Background: an optimization exercise with open tools, aiming at small area. Do not read the settings as production practice.
Where RTL was checked, it was by simulation tests only, not by an equivalence proof against the original.

## the reference run
==> flow/design.v <==
`timescale 1ns/1ps
`default_nettype none
module rv_top (
    input  logic        clk,
    input  logic        reset,
    output logic [31:0] inst_addr,
    input  logic [31:0] inst_data,
    input  logic        inst_valid,
    output logic        halted,
    output logic        retire_valid,
    output logic        retire_rd_wen,
    output logic [31:0] retire_pc,
    output logic [4:0]  retire_rd_addr,
    output logic [31:0] retire_rd_data
);
    localparam logic [3:0] C_NOP   = 4'd0;
    localparam logic [3:0] C_LUI   = 4'd1;
    localparam logic [3:0] C_AUIPC = 4'd2;
    localparam logic [3:0] C_JAL   = 4'd3;
    localparam logic [3:0] C_JALR  = 4'd4;
    localparam logic [3:0] C_BR    = 4'd5;
    localparam logic [3:0] C_OPI   = 4'd6;
    localparam logic [3:0] C_OP    = 4'd7;
    localparam logic [3:0] C_EBRK  = 4'd8;
    logic [3:0]  ph;         
    logic        clr;        
    logic        irv;        
    logic        ex;         
    logic        post;       
    logic        taken;      
    logic        wen;        
    logic        halt_q;
    logic [4:0]  wb_rd;
    logic [31:0] pc;         
    logic [31:0] npc;        
    logic [31:0] r;          
    logic [31:7] ir;
    logic [3:0]  cls;
    logic        c_main, c_tgt, c_inc, neq, dly;
    logic [4:0]  s_reg;
    logic is_lui, is_auipc, is_jal, is_jalr, is_br, is_opi, is_op, is_ebrk, is_alu;
    logic [2:0] f3;
    logic [4:0] rd;
    logic       rd_wen;
    assign is_lui   = (cls == C_LUI);
    assign is_auipc = (cls == C_AUIPC);
    assign is_jal   = (cls == C_JAL);
    assign is_jalr  = (cls == C_JALR);
    assign is_br    = (cls == C_BR);
    assign is_opi   = (cls == C_OPI);
    assign is_op    = (cls == C_OP);
    assign is_ebrk  = (cls == C_EBRK);
    assign is_alu   = is_op | is_opi;
    assign f3       = ir[14:12];
    assign rd       = ir[11:7];
    assign rd_wen   = (is_lui | is_auipc | is_jal | is_jalr | is_alu) && (rd != 5'd0);
    logic [3:0] cls_in;
    always_comb begin
        case (inst_data[6:0])
            7'b0110111: cls_in = C_LUI;
            7'b0010111: cls_in = C_AUIPC;
            7'b1101111: cls_in = C_JAL;
            7'b1100111: cls_in = C_JALR;
            7'b1100011: cls_in = C_BR;
            7'b0010011: cls_in = C_OPI;
            7'b0110011: cls_in = C_OP;
            default:    cls_in = C_NOP;
        endcase
        if (inst_data == 32'h0010_0073) cls_in = C_EBRK;
    end
    logic [1:0] immb;
    logic       fu, fj, fb, fi, sg;
    assign fu = is_lui || is_auipc;
    assign fj = is_jal;
    assign fb = is_br;
    assign fi = !(fu || fj || fb);
    assign sg = ir[31];
    logic       use_a, use_u;
    logic [3:0] mi;
    logic [1:0] pair;
    assign use_a = (ph <= 4'd5) && !fu;
    assign use_u = (ph >= 4'd6) && (fu || (fj && ph <= 4'd9));
    assign mi    = use_a ? ph + 4'd10 : ph;
    always_comb begin
        case (mi)
            4'd6:    pair = ir[13:12];
            4'd7:    pair = ir[15:14];
            4'd8:    pair = ir[17:16];
            4'd9:    pair = ir[19:18];
            4'd10:   pair = ir[21:20];
            4'd11:   pair = ir[23:22];
            4'd12:   pair = ir[25:24];
            4'd13:   pair = ir[27:26];
            4'd14:   pair = ir[29:28];
            default: pair = ir[31:30];
        endcase
        if (use_a || use_u) immb = pair;
        else if (fu) immb = 2'b00;
        else immb = {sg, sg};
        if (ph == 4'd0) begin
            immb[0] = pair[0] && fi;
            if (fb) immb[1] = ir[8];
        end
        if (ph == 4'd1 && fb) immb = ir[10:9];
        if (ph == 4'd2 && fb) immb[0] = ir[11];
        if (ph == 4'd5 && fb) immb[1] = ir[7];
        if (ph == 4'd5 && fj) immb[1] = ir[20];
    end
    logic        wb_act;
    logic [1:0]  wdat;
    logic [1:0]  tap [0:31];
    assign wb_act = post && wen;
    assign wdat   = clr ? 2'b00 : r[1:0];
    assign tap[0] = 2'b00;
    logic [3:0] wsa;
    logic [7:0] wsb;
    always_comb begin
        for (int i = 0; i < 4; i++) wsa[i] = clr || (wb_act && (wb_rd[1:0] == i));
        for (int i = 0; i < 8; i++) wsb[i] = clr || (wb_rd[4:2] == i);
    end
    for (genvar gi = 1; gi < 32; gi++) begin : g_rf
        logic [31:0] q;
        logic        sel;
        assign sel = wsa[gi % 4] && wsb[gi / 4];
        always_ff @(posedge clk) begin
            q <= {(sel ? wdat : q[1:0]), q[31:2]};
        end
        assign tap[gi] = q[1:0];
    end
    logic [1:0] l1a [0:7];
    logic [1:0] l1b [0:7];
    always_comb begin
        for (int g = 0; g < 8; g++) begin
            l1a[g] = tap[4 * g + ir[16:15]];
            l1b[g] = tap[4 * g + ir[21:20]];
        end
    end
    logic [1:0] a, b, rs2b, pcb;
    assign a    = l1a[ir[19:17]];
    assign rs2b = l1b[ir[24:22]];
    assign b    = (is_opi || is_jalr) ? immb : rs2b;
    assign pcb  = npc[1:0];
    logic       sub, p0, p1;
    logic [1:0] bx, sm, tg, inc;
    logic       cm_in, cm0, cm1, ct_in, ct0, ct1, ci_in, ci0, ci1;
    assign sub   = is_br || (is_alu && (f3 == 3'b010 || f3 == 3'b011))
                || (is_op && f3 == 3'b000 && ir[30]);
    assign bx    = b ^ {2{sub}};
    assign cm_in = (ph == 4'd0) ? sub : c_main;
    assign sm[0] = a[0] ^ bx[0] ^ cm_in;
    assign cm0   = (a[0] & bx[0]) | (cm_in & (a[0] ^ bx[0]));
    assign sm[1] = a[1] ^ bx[1] ^ cm0;
    assign cm1   = (a[1] & bx[1]) | (cm0 & (a[1] ^ bx[1]));
    assign ct_in = (ph != 4'd0) && c_tgt;
    assign tg[0] = pcb[0] ^ immb[0] ^ ct_in;
    assign ct0   = (pcb[0] & immb[0]) | (ct_in & (pcb[0] ^ immb[0]));
    assign tg[1] = pcb[1] ^ immb[1] ^ ct0;
    assign ct1   = (pcb[1] & immb[1]) | (ct0 & (pcb[1] ^ immb[1]));
    assign ci_in  = (ph == 4'd1) || ((ph != 4'd0) && c_inc);
    assign inc[0] = pcb[0] ^ ci_in;
    assign ci0    = pcb[0] & ci_in;
    assign inc[1] = pcb[1] ^ ci0;
    assign ci1    = pcb[1] & ci0;
    logic neq_now, eq, lt, ltu, take_now;
    assign neq_now = ((ph != 4'd0) && neq) || (a != b);
    assign eq      = !neq_now;
    assign ltu     = !cm1;
    assign lt      = (a[1] ^ b[1]) ? a[1] : sm[1];
    always_comb begin
        case (f3)
            3'b000:  take_now = eq;
            3'b001:  take_now = !eq;
            3'b100:  take_now = lt;
            3'b101:  take_now = !lt;
            3'b110:  take_now = ltu;
            3'b111:  take_now = !ltu;
            default: take_now = 1'b0;
        endcase
    end
    logic       rsh, sll, slt;
    logic [4:0] s_eff;
    logic [3:0] m;
    logic [1:0] y;
    assign rsh = is_alu && (f3 == 3'b101);
    assign sll = is_alu && (f3 == 3'b001);
    assign slt = is_alu && (f3[2:1] == 2'b01);
    always_comb begin
        case (ph)
            4'd0:    s_eff = {3'b000, b};
            4'd1:    s_eff = {1'b0, b, s_reg[1:0]};
            4'd2:    s_eff = {b[0], s_reg[3:0]};
            default: s_eff = s_reg;
        endcase
    end
    assign m    = s_eff[4:1];
    assign y[0] = s_eff[0] ? ((ph != 4'd0) && dly) : a[0];
    assign y[1] = s_eff[0] ? a[0] : a[1];
    logic [1:0] res, nstr;
    logic       hold, fix, fill;
    logic signed [6:0] q;
    always_comb begin
        res = 2'b00;
        if (is_br || is_auipc) res = tg;
        else if (is_jal || is_jalr) res = inc;
        else if (is_lui) res = immb;
        else if (is_alu) begin
            case (f3)
                3'b000:  res = sm;
                3'b001:  res = y;
                3'b010:  res = {1'b0, lt};
                3'b011:  res = {1'b0, ltu};
                3'b100:  res = a ^ b;
                3'b101:  res = a;
                3'b110:  res = a | b;
                default: res = a & b;
            endcase
        end
        if (is_jal) nstr = tg;
        else if (is_jalr) nstr = {sm[1], sm[0] && (ph != 4'd0)};
        else nstr = inc;
    end
    assign fill = rsh && ir[30] && a[1];
    assign fix  = ex && sll && (ph == 4'd2) && (m == 4'd15);
    assign hold = ex && sll && (ph >= 4'd2) && ({1'b0, ph} + {1'b0, m} >= 5'd16) && !fix;
    logic [4:0]  u;
    logic [32:0] t;          
    logic [1:0]  ins;
    logic        be, bo;
    logic [31:0] r_next;
    always_comb begin
        if (ex && rsh) u = ~s_eff;
        else if (ex && slt) u = 5'd1;
        else u = 5'd31;
        for (int i = 0; i < 33; i++) t[i] = (i < u);
    end
    assign ins = ex ? res : 2'b00;
    assign be  = u[0] ? ins[0] : ins[1];
    assign bo  = u[0] ? ins[1] : ins[0];
    always_comb begin
        for (int p = 0; p < 32; p++) begin
            if (hold || (fix && p < 28)) r_next[p] = r[p];
            else if (fix) r_next[p] = (p >= 30) ? r[(p >= 2) ? p - 2 : 0] : 1'b0;
            else if (t[p + 1]) r_next[p] = r[(p < 30) ? p + 2 : 31];
            else if ((p == 0) || t[(p > 0) ? p - 1 : 0]) r_next[p] = (p % 2 == 0) ? be : bo;
            else r_next[p] = fill;
        end
    end
    logic cap, ret;
    assign ret = post && (ph == 4'd0);
    assign cap = inst_valid && !irv && !halt_q && !ret;
    always_ff @(posedge clk) begin
        r <= r_next;
        dly <= a[1];
        c_main <= cm1;
        c_tgt  <= ct1;
        c_inc  <= ci1;
        neq    <= neq_now;
        if (ph == 4'd0) s_reg[1:0] <= b;
        if (ph == 4'd1) s_reg[3:2] <= b;
        if (ph == 4'd2) s_reg[4]   <= b[0];
        if (cap) begin
            ir  <= inst_data[31:7];
            cls <= cls_in;
        end
        if (ex) npc <= {nstr, npc[31:2]};
        else if (clr) npc <= {(ph == 4'd15), 1'b0, npc[31:2]};
        else if (post && taken) npc <= {r[1:0], npc[31:2]};
        else npc <= {npc[1:0], npc[31:2]};
        if (ph == 4'd15 && ex) begin
            taken <= is_br && take_now;
            wen   <= rd_wen;
            wb_rd <= rd;
        end
    end
    always_ff @(posedge clk) begin
        if (reset) begin
            ph     <= 4'd0;
            clr    <= 1'b1;
            irv    <= 1'b0;
            ex     <= 1'b0;
            post   <= 1'b0;
            halt_q <= 1'b0;
            pc     <= 32'h8000_0000;
        end else begin
            ph <= ph + 4'd1;
            if (cap) irv <= 1'b1;
            if (ph == 4'd15) begin
                clr  <= 1'b0;
                post <= ex;
                ex   <= (irv || cap) && !ex && !halt_q;
                if (ex) begin
                    irv <= 1'b0;
                    if (is_ebrk) halt_q <= 1'b1;
                end
            end
            if (ret) pc <= taken ? r : npc;
        end
    end
    assign inst_addr      = pc;
    assign halted         = halt_q;
    assign retire_valid   = ret;
    assign retire_pc      = pc;
    assign retire_rd_wen  = wen;
    assign retire_rd_addr = wb_rd;
    assign retire_rd_data = r;
endmodule
`default_nettype wire
==> flow/config.mk <==
export PLATFORM = sky130hd
export DESIGN_NAME = rv_top
export DESIGN_NICKNAME = rv_top
export VERILOG_FILES = /design/flow/design.v
export SDC_FILE = /design/flow/constraint.sdc
export NUM_CORES = 4
export LEC_CHECK = 0
export ABC_AREA = 1
export CAP_MARGIN = 20
export CORE_MARGIN = 2
export CORE_UTILIZATION = 58
export SLEW_MARGIN = 20
==> flow/constraint.sdc <==
create_clock -name core_clock -period 16.0 [get_ports {clk}]
set_input_delay 3.2000 -clock core_clock [delete_from_list [all_inputs] [get_ports {clk}]]
set_output_delay 3.2000 -clock core_clock [all_outputs]
set_load 0.01 [all_outputs]
standard.sh (not shown) runs the stock make flow with config.mk's settings and CLKGATE_MAP_FILE= SYNTH_SCRIPT=/design/flow/synth_recipe.tcl, a recipe that flattens the netlist after the stock synthesis.
==> flow/flow/run.sh <==
#!/bin/bash
# Standard ORFS layout with these changes:
#  - synthesis maps logic with the area-only ABC script in flow/abc_area.script
#    (same yosys flow, registers untouched; ABC buffers are removed at floorplan)
#  - port buffers are buf_1
#  - CTS without dummy loads, with clkbuf_8 clusters of up to 20 sinks, 60 um across
set -euo pipefail
mkdir -p scripts_mod
for f in "$FLOW_HOME"/scripts/*; do ln -sf "$f" scripts_mod/; done
rm -f scripts_mod/abc_area.script
cp flow/abc_area.script scripts_mod/abc_area.script
export SCRIPTS_DIR="$PWD/scripts_mod"
export BUFFER_PORTS_ARGS="-buffer_cell sky130_fd_sc_hd__buf_1"
export REMOVE_ABC_BUFFERS=1
export CTS_ARGS="-sink_clustering_enable -repair_clock_nets -dont_use_dummy_load -sink_clustering_size 20 -sink_clustering_max_diameter 60 -buf_list sky130_fd_sc_hd__clkbuf_8"
bash standard.sh > standard.log 2>&1
==> flow/flow/abc_area.script <==
strash
dch
amap -F 2 -A 8
topo
Changes in the trial run relative to the reference run:
--- a/flow/design.v
+++ b/flow/design.v
@@ -127,16 +127,21 @@
         end
         assign tap[gi] = q[1:0];
     end
+    logic       cap, ret;
+    logic [4:0] ra1;
+    assign ret = post && (ph == 4'd0);
+    assign cap = inst_valid && !irv && !halt_q && !ret;
+    assign ra1 = cap ? inst_data[19:15] : ir[19:15];
     logic [1:0] l1a [0:7];
     logic [1:0] l1b [0:7];
     always_comb begin
         for (int g = 0; g < 8; g++) begin
-            l1a[g] = tap[4 * g + ir[16:15]];
+            l1a[g] = tap[4 * g + ra1[1:0]];
             l1b[g] = tap[4 * g + ir[21:20]];
         end
     end
     logic [1:0] a, b, rs2b, pcb;
-    assign a    = l1a[ir[19:17]];
+    assign a    = l1a[ra1[4:2]];
     assign rs2b = l1b[ir[24:22]];
     assign b    = (is_opi || is_jalr) ? immb : rs2b;
     assign pcb  = npc[1:0];
@@ -219,11 +224,13 @@
         else if (is_jalr) nstr = {sm[1], sm[0] && (ph != 4'd0)};
         else nstr = inc;
     end
-    assign fill = rsh && ir[30] && a[1];
+    logic sg_pre, sg_fwd;
+    assign sg_fwd = clr || (wb_act && (wb_rd == ra1));
+    assign fill = ex && rsh && ir[30] && sg_pre;
     assign fix  = ex && sll && (ph == 4'd2) && (m == 4'd15);
     assign hold = ex && sll && (ph >= 4'd2) && ({1'b0, ph} + {1'b0, m} >= 5'd16) && !fix;
     logic [4:0]  u;
-    logic [32:0] t;          
+    logic [31:0] at_ins;     
     logic [1:0]  ins;
     logic        be, bo;
     logic [31:0] r_next;
@@ -231,7 +238,7 @@
         if (ex && rsh) u = ~s_eff;
         else if (ex && slt) u = 5'd1;
         else u = 5'd31;
-        for (int i = 0; i < 33; i++) t[i] = (i < u);
+        for (int p = 0; p < 32; p++) at_ins[p] = (u == p) || (u == p + 1);
     end
     assign ins = ex ? res : 2'b00;
     assign be  = u[0] ? ins[0] : ins[1];
@@ -240,16 +247,14 @@
         for (int p = 0; p < 32; p++) begin
             if (hold || (fix && p < 28)) r_next[p] = r[p];
             else if (fix) r_next[p] = (p >= 30) ? r[(p >= 2) ? p - 2 : 0] : 1'b0;
-            else if (t[p + 1]) r_next[p] = r[(p < 30) ? p + 2 : 31];
-            else if ((p == 0) || t[(p > 0) ? p - 1 : 0]) r_next[p] = (p % 2 == 0) ? be : bo;
-            else r_next[p] = fill;
+            else if (at_ins[p]) r_next[p] = (p % 2 == 0) ? be : bo;
+            else if (p >= 30) r_next[p] = fill;
+            else r_next[p] = r[(p < 30) ? p + 2 : 31];
         end
     end
-    logic cap, ret;
-    assign ret = post && (ph == 4'd0);
-    assign cap = inst_valid && !irv && !halt_q && !ret;
     always_ff @(posedge clk) begin
         r <= r_next;
+        if (ph == 4'd15) sg_pre <= sg_fwd ? wdat[1] : a[1];
         dly <= a[1];
         c_main <= cm1;
         c_tgt  <= ct1;
==> comparison <==
For the reference run, the critical path's slowest cell was a211oi_1, unlike the trial run, where it was clkinv_1. Of the trial run and the reference run, the trial run shows the higher sequential portion of the cell area, with the reference run below it. The reference run → the trial run: register-to-register slack lower; number of standard cells in the final layout excluding fillers lower; die area lower; met1 capacity usage during global routing higher. The trial run closes out successfully: all stages finished, all timing, DRC and antenna checks passed. The reference run finished every step from synthesis to the final layout, and the layout passed the timing, design-rule and antenna checks.
No functional check of the RTL was part of the reference run.

[afterwards: timing with drivers on the ports]
In the flow no input, the clock included, has a driving cell. The finished layouts below were timed again as built, in two steps.
Step 1, drivers: a clkbuf_16 drives clk and a buf_2 each remaining input, both assumed.
Step 2 moves the port delays by t, midway between the first and last clock arrival at a register: inputs arrive t later, outputs are due t later. That takes back most of the time a late clock gives input paths.
Three values: ideal, step 1, step 2; two values: the first two.
run | shift t [ns] | slack for setup (ns) | worst setup path after step 2 | worst slew at a driven data input, ns | cell pins on the clock port's net
the reference run | 0.681 | 7.341 / 7.341 / 7.341 | register to register | 0.08 | 1
the trial run | 0.695 | 5.519 / 5.519 / 5.246 | input to register | 0.05 | 1
After both steps setup and hold are still met in every run listed. The setup slack of the trial run, which loses most, moves by 0.000 ns with the drivers and by -0.273 ns with both steps.
